Context: an optimization exercise on an open-source flow, tuned for small area, a short achievable clock period and few clock cycles per item. The choices shown serve that exercise and are no tape-out recipe. Where RTL was checked, it was by simulation tests only, not by an equivalence proof against the original.

== job 5478 ==
Design sha256_byte_stream_hasher_top, start of the top module:
module sha256_byte_stream_hasher_top (
  input  logic        clk_i,
  input  logic        rst_ni,
  input  logic        s_axis_tvalid,
  output logic        s_axis_tready,
  input  logic [7:0]  s_axis_tdata,    
  input  logic        s_axis_tuser,    
  output logic        m_axis_tvalid,
  input  logic        m_axis_tready,
  output logic [31:0] m_axis_tdata,    
  output logic [2:0]  m_axis_tuser,    
  output logic        m_axis_tlast     
);
  logic              q_valid;
  logic              q_ready;
  sha256_pkg::item_t q_item;
  logic              take;
  logic              blk_rdy, blk_first, blk_last;
  logic [15:0][31:0] blk;
  sha256_front u_front (
    .clk_i         (clk_i),
    .rst_ni        (rst_ni),
    .s_axis_tvalid (s_axis_tvalid),
    .s_axis_tready (s_axis_tready),
    .s_axis_tdata  (s_axis_tdata),
    .s_axis_tuser  (s_axis_tuser),
    .q_valid_o     (q_valid),
    .q_item_o      (q_item),
    .q_ready_i     (q_ready)
  );
  sha256_back u_back (
    .clk_i       (clk_i),
    .rst_ni      (rst_ni),
    .q_valid_i   (q_valid),
    .q_item_i    (q_item),
    .q_ready_o   (q_ready),
    .take_i      (take),
    .blk_rdy_o   (blk_rdy),
    .blk_first_o (blk_first),
    .blk_last_o  (blk_last),
    .blk_o       (blk)
  );
  sha256_core u_core (
    .clk_i         (clk_i),
    .rst_ni        (rst_ni),
    .blk_rdy_i     (blk_rdy),
    .blk_first_i   (blk_first),
    .blk_last_i    (blk_last),
    .blk_i         (blk),
    .take_o        (take),
    .m_axis_tvalid (m_axis_tvalid),
    .m_axis_tready (m_axis_tready),
    .m_axis_tdata  (m_axis_tdata),
    .m_axis_tuser  (m_axis_tuser),
    .m_axis_tlast  (m_axis_tlast)
  );
endmodule
Settings: LEC_CHECK=0, CAP_MARGIN=20, CORE_MARGIN=2, CORE_UTILIZATION=45, CTS_CLUSTER_DIAMETER=90, CTS_CLUSTER_SIZE=22, SETUP_SLACK_MARGIN=5, SLEW_MARGIN=20, TNS_END_PERCENT=0; clock period 12.0 ns.
standard.sh (not shown) runs the stock make flow with config.mk's settings and CLKGATE_MAP_FILE= SYNTH_SCRIPT=/design/flow/synth_recipe.tcl, a recipe that flattens the netlist after the stock synthesis.
==> flow/flow/run.sh <==
#!/bin/bash
set -euo pipefail
MARGIN=$(cat flow/margin.txt)
sed "s/SETUP_SLACK_MARGIN=[0-9.]*/SETUP_SLACK_MARGIN=${MARGIN}/" standard.sh > standard_margin.sh
bash standard_margin.sh > standard.log 2>&1
==> flow/flow/margin.txt <==
8.5
Job 5478 completed end to end with timing, DRC and antenna clean.
Testbench counts of job 5478, summed over its fixed seeds: cycles 72,292, bytes 62,794.
diff inputs: job 5478 => job 8663
- CORE_UTILIZATION now 60, was 45
- CTS_CLUSTER_DIAMETER no longer set, was 90
- CTS_CLUSTER_SIZE no longer set, was 22
==> run summary <==
Job 5478 → job 8663: number of well taps fell by 658. Between job 5478 and job 8663, the routed metal-1 wire length is higher for job 5478. Delta (job 8663 minus job 5478): setup violation total in the final timing report has remained practically unchanged; die area has decreased.
Inputs modified between job 8663 and job 7756:
- an added CTS_CLUSTER_SIZE of 22
- a change of CORE_UTILIZATION from 60 to 50
- an added CTS_CLUSTER_DIAMETER of 90
- an added CTS_BUF_LIST of sky130_fd_sc_hd__clkbuf_16 sky130_fd_sc_hd__clkbuf_8
Findings:
Job 7756 vs job 8663: design area down in job 7756. The higher sequential share of layout area came out of job 7756. Job 8663 vs job 7756, capturing element of the worst setup path: u_core.t1_q[30] vs u_core.t1_q[28]. Job 7756 vs job 8663, first-pass GRT wire length went up by 13000 um. Of job 7756 and job 8663, job 7756 shows the lower count of clock-net buffers in the final layout, with job 8663 above it. Arrival time of data at the critical path endpoint came out lower on job 7756 than on job 8663. Min horizontal extent of the die across job 7756 and job 8663: job 8663. Of job 7756 and job 8663, the lower clock insertion delay at the later pin of the skew report belongs to job 7756.
## Diff of input files: job 8342 against job 7756
- setting PLACE_DENSITY to 0.72 for the first time
- removing CTS_CLUSTER_SIZE (formerly 22)
- removing CTS_BUF_LIST (formerly sky130_fd_sc_hd__clkbuf_16 sky130_fd_sc_hd__clkbuf_8)
- removing CTS_CLUSTER_DIAMETER (formerly 90)
- Compared with job 7756, job 8342 shows final cell count higher by about 1.2%.
- Relative to job 7756, hold slack decreased by 0.016 ns in job 8342.
- In the flow results for job 8342 and job 7756, the via count is larger on job 8342.
- Job 8342 ended with every stage complete and zero timing, DRC or antenna violations.
- Job 7756 tops out at a lower clock frequency than job 8342.


the reference run:
Another version of the RTL of sha256_byte_stream_hasher_top (not shown whole).
For scale: roughly 9300 cells after synthesis, roughly 51 I/O pins.
Settings: LEC_CHECK=0, CAP_MARGIN=20, CORE_MARGIN=2, CORE_UTILIZATION=50, CTS_CLUSTER_DIAMETER=90, CTS_CLUSTER_SIZE=22, SETUP_SLACK_MARGIN=5, SLEW_MARGIN=20, TNS_END_PERCENT=0; clock period 12.0 ns.
Scripts as last shown in full above: flow/flow/run.sh, flow/flow/margin.txt
The following lists how the trial run was set up differently from the reference run:
- CTS_CLUSTER_DIAMETER removed (was 90)
- CTS_CLUSTER_SIZE removed (was 22)
Notes after the runs:
Ratio of final minimum period to clock period: the trial run and the reference run compared, higher one is the trial run. Filler cell count in the final layout is higher on the reference run. met1 demand-to-capacity share in global routing, the trial run and the reference run, higher one = the reference run. The trial run against the reference run: non-clock buffer count now larger; final-stage net count +90; layout overhead on the synthesized area increased by 3.4 points relative to the old numbers.
No functional check of the RTL was part of any run of this note.


## wip/umber
sha256_byte_stream_hasher_top with an RTL version that a note above also has.
For scale: roughly 9500 cells after synthesis.
## sha256_byte_stream_hasher_top
module sha256_byte_stream_hasher_top (
  input  logic        clk_i,
  input  logic        rst_ni,
  input  logic        s_axis_tvalid,
  output logic        s_axis_tready,
  input  logic [7:0]  s_axis_tdata,    
  input  logic        s_axis_tuser,    
  output logic        m_axis_tvalid,
  input  logic        m_axis_tready,
  output logic [31:0] m_axis_tdata,    
  output logic [2:0]  m_axis_tuser,    
  output logic        m_axis_tlast     
);
Settings: LEC_CHECK=0, CAP_MARGIN=20, CORE_MARGIN=2, CORE_UTILIZATION=50, CTS_CLUSTER_DIAMETER=90, CTS_CLUSTER_SIZE=22, SETUP_SLACK_MARGIN=5, SLEW_MARGIN=20, TNS_END_PERCENT=0; clock period 12.0 ns.
==> flow/flow/margin.txt <==
9.5
Scripts as last shown in full above: flow/flow/run.sh
The flow did not stop early for wip/umber: all stages ran, and the layout cleared the timing, DRC and antenna checks.
Testbench counts of wip/umber, summed over its fixed seeds: cycles 72,292, bytes 62,794.
Inputs modified between wip/umber and wip/quartz:
Settings: CTS_CLUSTER_DIAMETER removed (was 90); CTS_BUF_LIST newly set to sky130_fd_sc_hd__clkbuf_8; CTS_CLUSTER_SIZE removed (was 22).
==> flow/flow/margin.txt <==
8.5
Notes after the runs:
- wip/umber -> wip/quartz: count of non-filler cells in the finished layout increased by a few percent
- The run showing the greater first-pass GRT wire length is wip/quartz.
- The lower final-stage net count came out of wip/umber.
- The register share of the cell area reported for wip/quartz is smaller than that of wip/umber by 1.2 points.
- wip/quartz ends up with a met3 routing resource usage after global routing that is 0.88 points higher than in wip/umber.
- Of the two values seen for startpoint of the most critical setup path, u_core.e0_q[9] was produced by wip/umber and u_core.kidx_q[0] by wip/quartz.
- Changes observed in wip/quartz relative to wip/umber: required arrival time at the worst endpoint climbed 0.31 ns, maximum frequency barely changed.
Input-level comparison between wip/cedar and wip/quartz:
Settings: CTS_CLUSTER_DIAMETER: unset -> 90; CTS_CLUSTER_SIZE: unset -> 22; PLACE_DENSITY: unset -> 0.72; CTS_BUF_LIST: sky130_fd_sc_hd__clkbuf_8 -> unset.
[summary]
- Summary of wip/cedar over wip/quartz: multi-input gate share of the layout cell area saw an increase; met1 wire length saw a decrease; worst-case setup margin in the final layout saw a decrease; depth of the worst register-to-register path saw a decrease.


job 6855:
Another version of the RTL of sha256_byte_stream_hasher_top (not shown whole).
Size in the first run: roughly 9700 cells after synthesis, ~51 I/O pins, about 0.096 mm2 of cells after synthesis.
Settings: LEC_CHECK=0, ABC_CLOCK_PERIOD_IN_PS=4000, CAP_MARGIN=20, CORE_MARGIN=2, CORE_UTILIZATION=50, SETUP_SLACK_MARGIN=5, SLEW_MARGIN=20; clock period 12.0 ns.
==> flow/flow/margin.txt <==
8
Scripts as last shown in full above: flow/flow/run.sh
Job 6855: flow completed, timing, DRC and antenna clean
Testbench counts of job 6855, summed over its fixed seeds: cycles 72,300, bytes 62,794.
#### Input delta (job 4022 over job 6855)
==> flow/run.sh (new file) <==
#!/bin/bash
# synth_recipe.tcl (not shown) runs the flow's synth.tcl, then flattens the netlist and writes it again
# the make line also repeats each setting of config.mk as NAME=value (left out here)
make -C /OpenROAD-flow-scripts/flow DESIGN_CONFIG=/design/flow/config.mk WORK_HOME=/design/flow/orfs CLKGATE_MAP_FILE= SYNTH_SCRIPT=/design/flow/synth_recipe.tcl finish
removed: flow/flow/run.sh
removed: flow/flow/margin.txt
removed: flow/standard.sh
Results
Summary of job 4022 over job 6855: sequential fraction of total cell area has increased; non-clock buffer total of the final layout has decreased. The final layouts of job 4022 and job 6855 pass the timing, DRC and antenna checks.


## v12
RTL: one of the versions met above, not the one the previous note started from.
Size in the first run: ~51 I/O pins.
export LEC_CHECK = 0
export CAP_MARGIN = 20
export CORE_MARGIN = 2
export CORE_UTILIZATION = 50
export CTS_CLUSTER_DIAMETER = 90
export CTS_CLUSTER_SIZE = 22
export SETUP_SLACK_MARGIN = 5
export SLEW_MARGIN = 20
export TNS_END_PERCENT = 0
create_clock -name core_clock -period 12.0 [get_ports {clk_i}]
==> flow/flow/run.sh <==
#!/bin/bash
set -euo pipefail
MARGIN=$(cat flow/margin.txt)
sed "s/SETUP_SLACK_MARGIN=[0-9.]*/SETUP_SLACK_MARGIN=${MARGIN}/" standard.sh > standard_margin.sh
bash standard_margin.sh > standard.log 2>&1
==> flow/flow/margin.txt <==
8.5
Testbench counts of v12, summed over its fixed seeds: cycles 72,292, bytes 62,794.
Inputs modified between v12 and v9:
Settings: removing CTS_CLUSTER_SIZE (formerly 22); removing CTS_CLUSTER_DIAMETER (formerly 90).
--- outcome ---
There was hardly any difference in layout buffering overhead excluding clock cells between v12 and v9.
Comparing v12 and v9, the higher met2 capacity usage during global routing is on v9.
The top achievable clock speed was comparable across v12 and v9.
Of v9 and v12, it is v9 that has the higher area overhead of the layout relative to synthesis.
Re number of iterations in the first detailed-routing pass: v9 is 1 down on v12.
Cmp v9 vs v12: final setup slack of the worst path lower in v9
The lower register clock-pin slew on the reported worst setup and hold paths came out of v9.
Looking only at global-route met3 utilization, and setting everything else aside, the higher value of v12 and v9 goes to v9.

-- what the ideal ports hide --
How much do the figures lean on ideal ports? The routed layouts below were timed once more, with nothing changed but the port constraints. Step 1, drivers: a clkbuf_16 drives clk_i and a buf_2 each remaining input, both assumed. Step 2 times the ports against the registers' clock, not the clock port: input delays grow and output delays shrink by t, the midpoint of the rising clock arrivals with the driver on. Slacks: no drivers / after step 1 / after step 2; pairs: no drivers / after step 1.
run	shift t [ns]	slack for setup (ns)	hold WS [ns]	worst slew at a driven data input, ns	cell pins on the clock port's net
job 5478	0.869	6.820 / 6.820 / 6.578	0.399 / 0.399 / 0.399	0.06	1
job 8663	0.896	6.766 / 6.766 / 6.299	0.398 / 0.398 / 0.398	0.07	1
job 7756	0.881	6.910 / 6.910 / 6.624	0.411 / 0.411 / 0.411	0.06	1
job 8342	0.936	6.970 / 6.970 / 6.258	0.394 / 0.394 / 0.394	0.06	1
the reference run	0.869	6.762 / 6.762 / 6.044	0.418 / 0.418 / 0.418	0.06	1
the trial run	0.930	6.705 / 6.705 / 6.059	0.409 / 0.409 / 0.409	0.06	1
wip/umber	0.877	6.912 / 6.912 / 6.645	0.413 / 0.413 / 0.413	0.07	1
wip/quartz	1.106	6.909 / 6.909 / 6.604	0.389 / 0.389 / 0.389	0.06	1
wip/cedar	0.888	6.898 / 6.898 / 6.357	0.395 / 0.395 / 0.395	0.07	1
job 6855	0.935	7.129 / 7.129 / 7.129	0.404 / 0.404 / 0.404	0.03	1
job 4022	0.934	5.437 / 5.437 / 5.437	0.410 / 0.410 / 0.410	0.04	1
v12	0.877	6.912 / 6.912 / 6.645	0.413 / 0.413 / 0.413	0.07	1
v9	0.931	6.899 / 6.899 / 6.617	0.412 / 0.412 / 0.412	0.06	1
After both steps setup and hold are still met in every run listed. For the reference run, which loses most, drivers alone change the setup slack by 0.000 ns; drivers and shift together by -0.718 ns.
